Background: an optimization exercise with open tools, aiming at small area, a short achievable clock period and few clock cycles per item. Do not read the settings as production practice. In this exercise RTL edits were held to simulation tests only and were not proved equivalent to the original. Power and IR drop assume default switching activity.

[flow/run.sh]
#!/bin/bash
# synth_recipe.tcl (not shown) runs the flow's synth.tcl, then flattens the netlist and writes it again
# the make line also repeats each setting of config.mk as NAME=value (left out here)
make -C /OpenROAD-flow-scripts/flow DESIGN_CONFIG=/design/flow/config.mk WORK_HOME=/design/flow/orfs CLKGATE_MAP_FILE= SYNTH_SCRIPT=/design/flow/synth_recipe.tcl finish
[flow/config.mk]
export PLATFORM = sky130hd
export DESIGN_NAME = rvfpm
export DESIGN_NICKNAME = rvfpm
export VERILOG_FILES = /design/flow/design.v
export SDC_FILE = /design/flow/constraint.sdc
export NUM_CORES = 4
export LEC_CHECK = 0
export CAP_MARGIN = 20
export CORE_MARGIN = 2
export CORE_UTILIZATION = 30
export SLEW_MARGIN = 20
[flow/constraint.sdc]
create_clock -name core_clock -period 6.0 [get_ports {uin_rvfpm}]
set_input_delay 1.2000 -clock core_clock [delete_from_list [all_inputs] [get_ports {uin_rvfpm}]]
set_output_delay 1.2000 -clock core_clock [all_outputs]
set_load 0.01 [all_outputs]
[flow/design.v]
`default_nettype none
package fp_pkg;
  localparam int unsigned flen  = 32;
  localparam int unsigned exp_w = 8;
  localparam int unsigned man_w = 23;
  typedef struct packed {
    logic             sign;
    logic [exp_w-1:0] exponent;
    logic [man_w-1:0] mantissa;
  } fp_word_t;
  localparam fp_word_t canonical_nan = 32'h7fc0_0000;
  localparam int unsigned cls_w            = 10;
  localparam int unsigned cls_neg_inf      = 0;
  localparam int unsigned cls_neg_normal   = 1;
  localparam int unsigned cls_neg_subnorm  = 2;
  localparam int unsigned cls_neg_zero     = 3;
  localparam int unsigned cls_pos_zero     = 4;
  localparam int unsigned cls_pos_subnorm  = 5;
  localparam int unsigned cls_pos_normal   = 6;
  localparam int unsigned cls_pos_inf      = 7;
  localparam int unsigned cls_snan         = 8;
  localparam int unsigned cls_qnan         = 9;
endpackage
`default_nettype wire
`default_nettype none
package xif_pkg;
  localparam int unsigned id_w = 4;
  localparam int unsigned xlen = 32;
  typedef logic [4:0] reg_idx_t;
  typedef enum logic [3:0] {
    op_fsgnj,
    op_fsgnjn,
    op_fsgnjx,
    op_fmin,
    op_fmax,
    op_feq,
    op_flt,
    op_fle,
    op_fclass,
    op_fmv_w_x,
    op_fmv_x_w
  } fp_op_e;
  typedef struct packed {
    fp_op_e          op;
    logic [id_w-1:0] id;
    reg_idx_t        rd;
    reg_idx_t        rs1;
    reg_idx_t        rs2;
    logic [xlen-1:0] int_operand;
  } issue_t;
  typedef struct packed {
    logic [id_w-1:0]          id;
    reg_idx_t                 rd;
    logic                     fp_write;
    logic [31:0]              data;
  } result_t;
endpackage
`default_nettype wire
`timescale 1ns/1ns
`default_nettype none
module fp_regfile #(
  parameter int unsigned num_f_regs = 32
) (
  input  wire                uin_rvfpm,
  input  wire                arst_n,
  input  xif_pkg::reg_idx_t  rs1,
  input  xif_pkg::reg_idx_t  rs2,
  output fp_pkg::fp_word_t   rs1_value,
  output fp_pkg::fp_word_t   rs2_value,
  input  wire                we,
  input  xif_pkg::reg_idx_t  waddr,
  input  fp_pkg::fp_word_t   wdata
);
  localparam int unsigned idx_w = $clog2(num_f_regs);
  logic [fp_pkg::flen-1:0] regs [0:num_f_regs-1];
  always_ff @(posedge uin_rvfpm or negedge arst_n) begin
    if (!arst_n) begin
      for (int i = 0; i < num_f_regs; i++) begin
        regs[i] <= '0;
      end
    end else if (we) begin
      regs[waddr[idx_w-1:0]] <= wdata;
    end
  end
  assign rs1_value = regs[rs1[idx_w-1:0]];
  assign rs2_value = regs[rs2[idx_w-1:0]];
endmodule
`default_nettype wire
`timescale 1ns/1ns
`default_nettype none
module fp_exec_unit (
  input  wire               uin_rvfpm,
  input  wire               arst_n,
  input  wire               capture,
  input  xif_pkg::issue_t   issue,
  input  fp_pkg::fp_word_t  rs1_value,
  input  fp_pkg::fp_word_t  rs2_value,
  output xif_pkg::result_t  result,
  output logic              fp_write
);
  xif_pkg::fp_op_e          op_q;
  logic [xif_pkg::id_w-1:0] id_q;
  xif_pkg::reg_idx_t        rd_q;
  fp_pkg::fp_word_t        a_q;
  fp_pkg::fp_word_t        b_q;
  logic a_nan;
  logic b_nan;
  logic any_nan;
  logic a_zero;
  logic both_zero;
  logic a_inf;
  logic a_subnorm;
  logic a_normal;
  logic a_lt_b;
  logic a_below_b;
  logic feq_r;
  logic flt_r;
  logic fle_r;
  fp_pkg::fp_word_t         minmax_r;
  logic [fp_pkg::cls_w-1:0] class_mask;
  logic [fp_pkg::flen-1:0]  data_r;
  always_ff @(posedge uin_rvfpm or negedge arst_n) begin
    if (!arst_n) begin
      op_q <= xif_pkg::op_fsgnj;
      id_q <= '0;
      rd_q <= '0;
      a_q  <= '0;
      b_q  <= '0;
    end else if (capture) begin
      op_q <= issue.op;
      id_q <= issue.id;
      rd_q <= issue.rd;
      a_q  <= (issue.op == xif_pkg::op_fmv_w_x) ? fp_pkg::fp_word_t'(issue.int_operand) : rs1_value;
      b_q  <= rs2_value;
    end
  end
  assign a_nan     = (a_q.exponent == '1) && (a_q.mantissa != '0);
  assign b_nan     = (b_q.exponent == '1) && (b_q.mantissa != '0);
  assign any_nan   = a_nan | b_nan;
  assign a_zero    = (a_q.exponent == '0) && (a_q.mantissa == '0);
  assign both_zero = a_zero & (b_q.exponent == '0) & (b_q.mantissa == '0);
  assign a_inf     = (a_q.exponent == '1) && (a_q.mantissa == '0);
  assign a_subnorm = (a_q.exponent == '0) && (a_q.mantissa != '0);
  assign a_normal  = (a_q.exponent != '0) && (a_q.exponent != '1);
  always_comb begin
    if (both_zero) begin
      a_lt_b = 1'b0;
    end else if (a_q.sign != b_q.sign) begin
      a_lt_b = a_q.sign;
    end else if (a_q.sign) begin
      a_lt_b = {a_q.exponent, a_q.mantissa} > {b_q.exponent, b_q.mantissa};
    end else begin
      a_lt_b = {a_q.exponent, a_q.mantissa} < {b_q.exponent, b_q.mantissa};
    end
  end
  assign a_below_b = both_zero ? (a_q.sign & ~b_q.sign) : a_lt_b;
  assign feq_r = ~any_nan & (both_zero | (a_q == b_q));
  assign flt_r = ~any_nan & a_lt_b;
  assign fle_r = flt_r | feq_r;
  always_comb begin
    if (a_nan && b_nan) begin
      minmax_r = fp_pkg::canonical_nan;
    end else if (a_nan) begin
      minmax_r = b_q;
    end else if (b_nan) begin
      minmax_r = a_q;
    end else if (op_q == xif_pkg::op_fmin) begin
      minmax_r = a_below_b ? a_q : b_q;
    end else begin
      minmax_r = a_below_b ? b_q : a_q;
    end
  end
  always_comb begin
    class_mask                  = '0;
    class_mask[fp_pkg::cls_neg_inf]     = a_q.sign & a_inf;
    class_mask[fp_pkg::cls_neg_normal]  = a_q.sign & a_normal;
    class_mask[fp_pkg::cls_neg_subnorm] = a_q.sign & a_subnorm;
    class_mask[fp_pkg::cls_neg_zero]    = a_q.sign & a_zero;
    class_mask[fp_pkg::cls_pos_zero]    = ~a_q.sign & a_zero;
    class_mask[fp_pkg::cls_pos_subnorm] = ~a_q.sign & a_subnorm;
    class_mask[fp_pkg::cls_pos_normal]  = ~a_q.sign & a_normal;
    class_mask[fp_pkg::cls_pos_inf]     = ~a_q.sign & a_inf;
    class_mask[fp_pkg::cls_snan]        = a_nan & ~a_q.mantissa[fp_pkg::man_w-1];
    class_mask[fp_pkg::cls_qnan]        = a_nan & a_q.mantissa[fp_pkg::man_w-1];
  end
  always_comb begin
    case (op_q)
      xif_pkg::op_fsgnj:   data_r = {b_q.sign, a_q.exponent, a_q.mantissa};
      xif_pkg::op_fsgnjn:  data_r = {~b_q.sign, a_q.exponent, a_q.mantissa};
      xif_pkg::op_fsgnjx:  data_r = {a_q.sign ^ b_q.sign, a_q.exponent, a_q.mantissa};
      xif_pkg::op_fmin,
      xif_pkg::op_fmax:    data_r = minmax_r;
      xif_pkg::op_feq:     data_r = {{(fp_pkg::flen-1){1'b0}}, feq_r};
      xif_pkg::op_flt:     data_r = {{(fp_pkg::flen-1){1'b0}}, flt_r};
      xif_pkg::op_fle:     data_r = {{(fp_pkg::flen-1){1'b0}}, fle_r};
      xif_pkg::op_fclass:  data_r = {{(fp_pkg::flen-fp_pkg::cls_w){1'b0}}, class_mask};
      xif_pkg::op_fmv_w_x,
      xif_pkg::op_fmv_x_w: data_r = a_q;
      default:    data_r = '0;
    endcase
  end
  assign fp_write = (op_q == xif_pkg::op_fsgnj) || (op_q == xif_pkg::op_fsgnjn) ||
                    (op_q == xif_pkg::op_fsgnjx) || (op_q == xif_pkg::op_fmin) ||
                    (op_q == xif_pkg::op_fmax) || (op_q == xif_pkg::op_fmv_w_x);
  assign result = {id_q, rd_q, fp_write, data_r};
endmodule
`default_nettype wire
`timescale 1ns/1ns
`default_nettype none
module exec_timer #(
  parameter int unsigned pipeline_stages = 3
) (
  input  wire  uin_rvfpm,
  input  wire  arst_n,
  input  wire  start,
  output logic done
);
  localparam int unsigned cnt_w = $clog2(pipeline_stages + 1);
  logic [cnt_w-1:0] count_q;
  always_ff @(posedge uin_rvfpm or negedge arst_n) begin
    if (!arst_n) begin
      count_q <= '0;
    end else if (start) begin
      count_q <= cnt_w'(pipeline_stages);
    end else if (count_q != '0) begin
      count_q <= count_q - 1'b1;
    end
  end
  assign done = (count_q == cnt_w'(1));
endmodule
`default_nettype wire
`timescale 1ns/1ns
`default_nettype none
module issue_ctrl (
  input  wire  uin_rvfpm,
  input  wire  arst_n,
  input  wire  issue_req,
  output logic issue_ack,
  input  wire  result_ack,
  output logic result_req,
  input  wire  timer_done,
  input  wire  fp_write,
  output logic capture,
  output logic timer_start,
  output logic rf_we
);
  typedef enum logic [2:0] {
    idle,
    wait_req_low,
    execute,
    respond,
    wait_ack_low
  } state_e;
  state_e state_q;
  state_e state_d;
  logic   issue_ack_d;
  assign capture     = (state_q == idle) && issue_req;
  assign timer_start = capture;
  always_comb begin
    issue_ack_d = issue_ack;
    if (capture) begin
      issue_ack_d = 1'b1;
    end else if (issue_ack && !issue_req) begin
      issue_ack_d = 1'b0;
    end
  end
  always_comb begin
    state_d = state_q;
    case (state_q)
      idle: begin
        if (capture) begin
          state_d = execute;
        end
      end
      execute: begin
        if (timer_done) begin
          state_d = respond;
        end
      end
      respond: begin
        if (result_ack) begin
          state_d = wait_ack_low;
        end
      end
      wait_ack_low: begin
        if (!result_ack) begin
          state_d = issue_ack_d ? wait_req_low : idle;
        end
      end
      wait_req_low: begin
        if (!issue_ack_d) begin
          state_d = idle;
        end
      end
      default: state_d = idle;
    endcase
  end
  always_ff @(posedge uin_rvfpm or negedge arst_n) begin
    if (!arst_n) begin
      state_q    <= idle;
      issue_ack  <= 1'b0;
      result_req <= 1'b0;
      rf_we      <= 1'b0;
    end else begin
      state_q    <= state_d;
      issue_ack  <= issue_ack_d;
      result_req <= (state_d == respond);
      rf_we      <= (state_q == execute) && timer_done && fp_write;
    end
  end
endmodule
`default_nettype wire
`timescale 1ns/1ns
`default_nettype none
module rvfpm #(
  parameter int unsigned num_f_regs      = 32,
  parameter int unsigned pipeline_stages = 3
) (
  input  wire         uin_rvfpm,
  input  wire         arst_n,
  input  wire         issue_req,
  output logic        issue_ack,
  input  wire  [3:0]  issue_op,
  input  wire  [3:0]  issue_id,
  input  wire  [4:0]  issue_rd,
  input  wire  [4:0]  issue_rs1,
  input  wire  [4:0]  issue_rs2,
  input  wire  [31:0] issue_int_operand,
  output logic        result_req,
  input  wire         result_ack,
  output logic [3:0]  result_id,
  output logic [4:0]  result_rd,
  output logic        result_fp_write,
  output logic [31:0] result_data
);
  logic             capture;
  logic             timer_start;
  logic             timer_done;
  logic             rf_we;
  logic             fp_write;
  xif_pkg::issue_t  issue;
  xif_pkg::result_t result;
  fp_pkg::fp_word_t rs1_value;
  fp_pkg::fp_word_t rs2_value;
  assign issue = {issue_op, issue_id, issue_rd, issue_rs1, issue_rs2, issue_int_operand};
  assign {result_id, result_rd, result_fp_write, result_data} = result;
  issue_ctrl i_issue_ctrl (
    .uin_rvfpm   (uin_rvfpm),
    .arst_n      (arst_n),
    .issue_req   (issue_req),
    .issue_ack   (issue_ack),
    .result_ack  (result_ack),
    .result_req  (result_req),
    .timer_done  (timer_done),
    .fp_write    (fp_write),
    .capture     (capture),
    .timer_start (timer_start),
    .rf_we       (rf_we)
  );
  exec_timer #(
    .pipeline_stages (pipeline_stages)
  ) i_exec_timer (
    .uin_rvfpm (uin_rvfpm),
    .arst_n    (arst_n),
    .start     (timer_start),
    .done      (timer_done)
  );
  fp_exec_unit i_fp_exec_unit (
    .uin_rvfpm (uin_rvfpm),
    .arst_n    (arst_n),
    .capture   (capture),
    .issue     (issue),
    .rs1_value (rs1_value),
    .rs2_value (rs2_value),
    .result    (result),
    .fp_write  (fp_write)
  );
  fp_regfile #(
    .num_f_regs (num_f_regs)
  ) i_fp_regfile (
    .uin_rvfpm (uin_rvfpm),
    .arst_n    (arst_n),
    .rs1       (issue.rs1),
    .rs2       (issue.rs2),
    .rs1_value (rs1_value),
    .rs2_value (rs2_value),
    .we        (rf_we),
    .waddr     (result.rd),
    .wdata     (result.data)
  );
endmodule
`default_nettype wire
==> results_dict.tcl <==
set metrics [dict create \
    outcome "timing/DRC/antenna clean" \
    period_minus_slack_ns 5.920 \
    grt_usage 0.3243 \
    gp_congestion 1.006 \
    h-tree-depth 3 \
    synth_xor_area_frac 0.0004819 \
    rsz0062_at_grt "true" \
    clock_skew_ns 0.03017 \
    grt_antenna_before_repair 16 \
    hold_buffers 0 \
    async_flop_share 1.000 \
    synthToLayoutAreaGrowth_pct 17.12 \
    die_area_mm2 0.1852 \
    ys_types 59 \
    required_ns 4.80 \
    core.rowCount 156 \
    hold_path.class "input pin to asynchronous set/reset pin" \
    top_usage_layer "met2" \
    yosysSeqAreaShare 0.5090 \
    synth.avg_cell_area_um2 9.458 \
    dr.first_iter.drc_count 11430 \
    power_frac_comb 0.285 \
    worstMarginPinSlew_ns 1.336 \
    grt_max_degree 165 \
    holdWs_ns 0.4811 \
    fin_total_pwr_uw 28770 \
    hpwl_um 184600 \
    setup_ws_ns 0.07975 \
    grt_pass1_vias 52879 \
    setup_tns_ns 0 \
    crit_arrival_ns 4.72 \
    p_leak_uw 0.02652 \
    pre_cts_slack_ns 0.3922 \
    synth_compound_area_frac 0.3043 \
    slew_viol_final 0 \
    initial_core_util 0.3017 \
    drt-pass1-iter-count 10 \
    path_max_fanout 22 \
    crit_type "register to primary output" \
    netlist_area_mm2 0.05452 \
    port_buffers 102 \
    fin_nets 5731 \
    yosysTopAreaCellShare 0.5090 \
    vias_per_cell 7.078 \
    yosysWarnings 5 \
    peakVddDrop_mv 0.3069 \
    path_buf_inv 3 \
    final_util 0.3533 \
    rrSetupSlack_ns 2.03 \
    num_io_pins 103 \
    drv_cap 0 \
    cts_tree "done" \
    synth_flop_cell "dfrtp_1" \
    use_met2 0.4329 \
    cpPeakStageDelay_ns 0.52 \
    synth-edff-count 0 \
    overflow 0 \
    fin_crit_sh 0.9867 \
    power.switching_uw 11320 \
    via_count 57484 \
    routedWlPerCell_um 38.27 \
    core_mm2 0.1807 \
    setup_violations 0 \
    powerDensity_mw_per_mm2 450.5 \
    synth-seq-cells 1109 \
    slowest_stage "clkdlybuf4s50_1" \
    final_hold_viol_count 0 \
    syn_inst 5765 \
    fmax_mhz 168.9 \
    path_cells "inv_1 -> ha_1 -> and4_1 -> nand3_1 -> or3_1 -> a31o_1 -> o21ai_2 -> a31oi_1 -> xor2_2 -> buf_8 -> a32oi_2 -> nand2_2 -> clkdlybuf4s50_1" \
    die_w_um 430.3 \
    finalWirelength_um 310800 \
    die_h_um 430.3 \
    max-slew-margin-rel 0.1071 \
    rr_endpoint "i_fp_regfile.regs[10][8]$_DFFE_PN0P_" \
    crit_family "compound AO/OA/AOI/OAI gates" \
    drc 0 \
    clock_latency_ns 0.78 \
    grt.met1_usage 0.4031 \
    clock_path_buffers 3 \
    r2r_cells 13 \
    cts_buffers 118 \
    critPathLaunchType "register" \
    clk_pin_slew_ns 0.06 \
    end_kind "primary output" \
    seqPwrFrac 0.443 \
    nFillCells 18282 \
    internal-power_uw 17450 \
    power_switching_share 0.3935 \
    ant_nets 0 \
    synth.area.mux_share 0.0005737 \
    drive_gt1_frac 0.1115 \
    synth-adder-area-share 0.008261 \
    cts_num_sinks 1109 \
    clockPowerShare 0.272 \
    synth_largest_area_cell "dfrtp_1" \
    yosys.area_share.simple 0.1285 \
    grt_pass1_wl_um 427200 \
    synthTopCellsByArea "dfrtp_1, nor2_1, a221oi_1" \
    grt_use_met3 0.1475 \
    synth_top_family_by_area "compound AO/OA/AOI/OAI gates" \
    r2r-start "i_fp_exec_unit.b_q[27]$_DFFE_PN0P_" \
    syn-num-nets 5860 \
    cts_root_buffer "clkbuf_16" \
]
routing by layer:
metal  part of all wire  vias up
met5             0.0011        -
met2               0.38     5706
met1               0.35    27975
li1                   -    21878
met4               0.10       22
met3               0.16     1903
cells in the mapped netlist, types with 64 or more instances:
cell,number
a22oi_1,233
clkbuf_1,534
a221oi_1,378
a21oi_1,410
nand2_1,184
nor2_1,1163
nand3_1,64
a41oi_1,222
nand4_1,139
a31oi_1,484
dfrtp_1,1109
buf_2,86
o21ai_0,65
a22o_1,356
how the worst max path moves through the flow:
stage                                        from         endpoint  slack (ns)  cells past startpoint
5_1_grt        i_fp_exec_unit.b_q[27]$_DFFE_PN0P_   result_data[8]       -0.02                     13
6_report       i_fp_exec_unit.b_q[27]$_DFFE_PN0P_   result_data[8]        0.08                     13
2_1_floorplan  i_fp_exec_unit.a_q[31]$_DFFE_PN0P_  result_data[12]        1.48                     14
3_5_place_dp   i_fp_exec_unit.a_q[10]$_DFFE_PN0P_  result_data[30]        0.39                     11
4_1_cts        i_fp_exec_unit.a_q[10]$_DFFE_PN0P_  result_data[30]       -0.07                     12
3_3_place_gp    i_fp_exec_unit.b_q[8]$_DFFE_PN0P_  result_data[30]        0.52                     12
repair_timing:
action                     in CTS  in global routing
gates resized for setup        13                 16
buffers inserted                1                  8
setup endpoints to repair      31                 29
pin swaps                       2                  8
state kept, by name, indices dropped and copies added, names as in the netlist:
name and flops:
i_issue_ctrl.issue_ack 1, i_issue_ctrl.result_req 1, i_fp_exec_unit.op_q 4, i_fp_exec_unit.rd_q 5
i_exec_timer.count_q 2, i_issue_ctrl.rf_we 1, i_fp_exec_unit.b_q 32, i_fp_regfile.regs 1024
i_issue_ctrl.state_q 3, i_fp_exec_unit.id_q 4, i_fp_exec_unit.a_q 32
cells by family (layout without fill, tap and decap cells):
logic type,count (synthesis),after routing
AOI/OAI and AO/OA,2267,2267
and+or+nand+nor,1667,1667
DFF,1109,1109
buffers and inverters,680,653
adders and majority gates,36,36
xor gates and xnor gates,3,3
muxes,3,3
other,0,14
through the flow:
| stage | cell area, µm² | std cells |
|---|---|---|
| floorplan | 54520 | 5765 |
| global placement | 59380 | 7869 |
| detailed placement | 59460 | 7872 |
| CTS | 63550 | 8095 |
| global route | 63830 | 8109 |
| finish | 63860 | 8122 |
worst reg2reg max path, delay by kind of cell (launching register included):
kind | cells | cell delay [ns]
compound gates | 5 | 1.31
xor+xnor | 1 | 0.18
buf+inv | 3 | 0.71
flops | 1 | 0.44
fa+ha+maj | 1 | 0.32
simple gates | 3 | 0.87
area by class of cell:
type,count,area (µm²),share of cell area
timing repair buffer,382,3864,0.06050
clock inverter,59,674.4,0.01056
antenna,14,35.03,0.0005486
inverter,49,183.9,0.002880
tap,2370,2965,0.04643
multi-input combinational,3976,25020,0.3918
clock buffer,163,3364,0.05268
sequential,1109,27750,0.4346
power by group through the flow:
stage / sequential [µW] / combinational [µW] / clock, µW
detailed placement: 12700 / 7730 / 0
floorplan: 11700 / 5150 / 0
global placement: 12600 / 7550 / 0
finish: 12800 / 8190 / 7820
CTS: 12600 / 7800 / 7820
global route: 13000 / 8820 / 8120
layout by cell type, fill, tap and decap left out, drive strengths merged, types with 3 or more instances in the layout:
master            n
o21ai            67
a211oi            4
clkinvlp          7
diode            14
nand3            64
bufinv           13
a22oi           242
a21oi           410
o32ai            33
ha               36
or2               5
nand4b            3
a41oi           222
or3b              4
a32oi             6
nor4             13
o21a              9
inv              52
nor3             40
dfrtp          1109
or3               5
nand2b           10
or4               6
nand4           139
nor2           1163
clkbuf          163
nand3b            8
o211ai           28
and2              7
buf             281
a31oi           484
clkinv           36
nor2b             4
nand2           184
o221ai           19
clkdlybuf4s50    98
a221oi          378
and4              6
a22o            356
Testbench counts, summed over its fixed seeds: cycles 71,992, items 12,000.

[separate check: timing with driven ports]
The results above use ideal ports. As a check the final layout listed here was re-extracted and re-timed, cells and wires unchanged.
Step 1, drivers: a clkbuf_16 drives uin_rvfpm and a buf_2 each remaining input, both assumed.
Step 2 adds t to the input delays and takes it off the output delays; t is the mean of the earliest and latest rising clock arrival at the registers after step 1. Input paths then give back, and output paths get back, about the clock's delay inside the block.
Slacks: ideal / step 1 / step 2; pairs: ideal / step 1.
shift t [ns]: 0.849
slack for setup (ns): 0.080 / -0.004 / 0.770
worst setup path at the end: input to register
worst register clock-pin slew, ns: 0.07 / 0.07
After both steps setup and hold are still met in this run. The setup slack of this run moves by -0.084 ns with the drivers and by +0.690 ns with both steps.
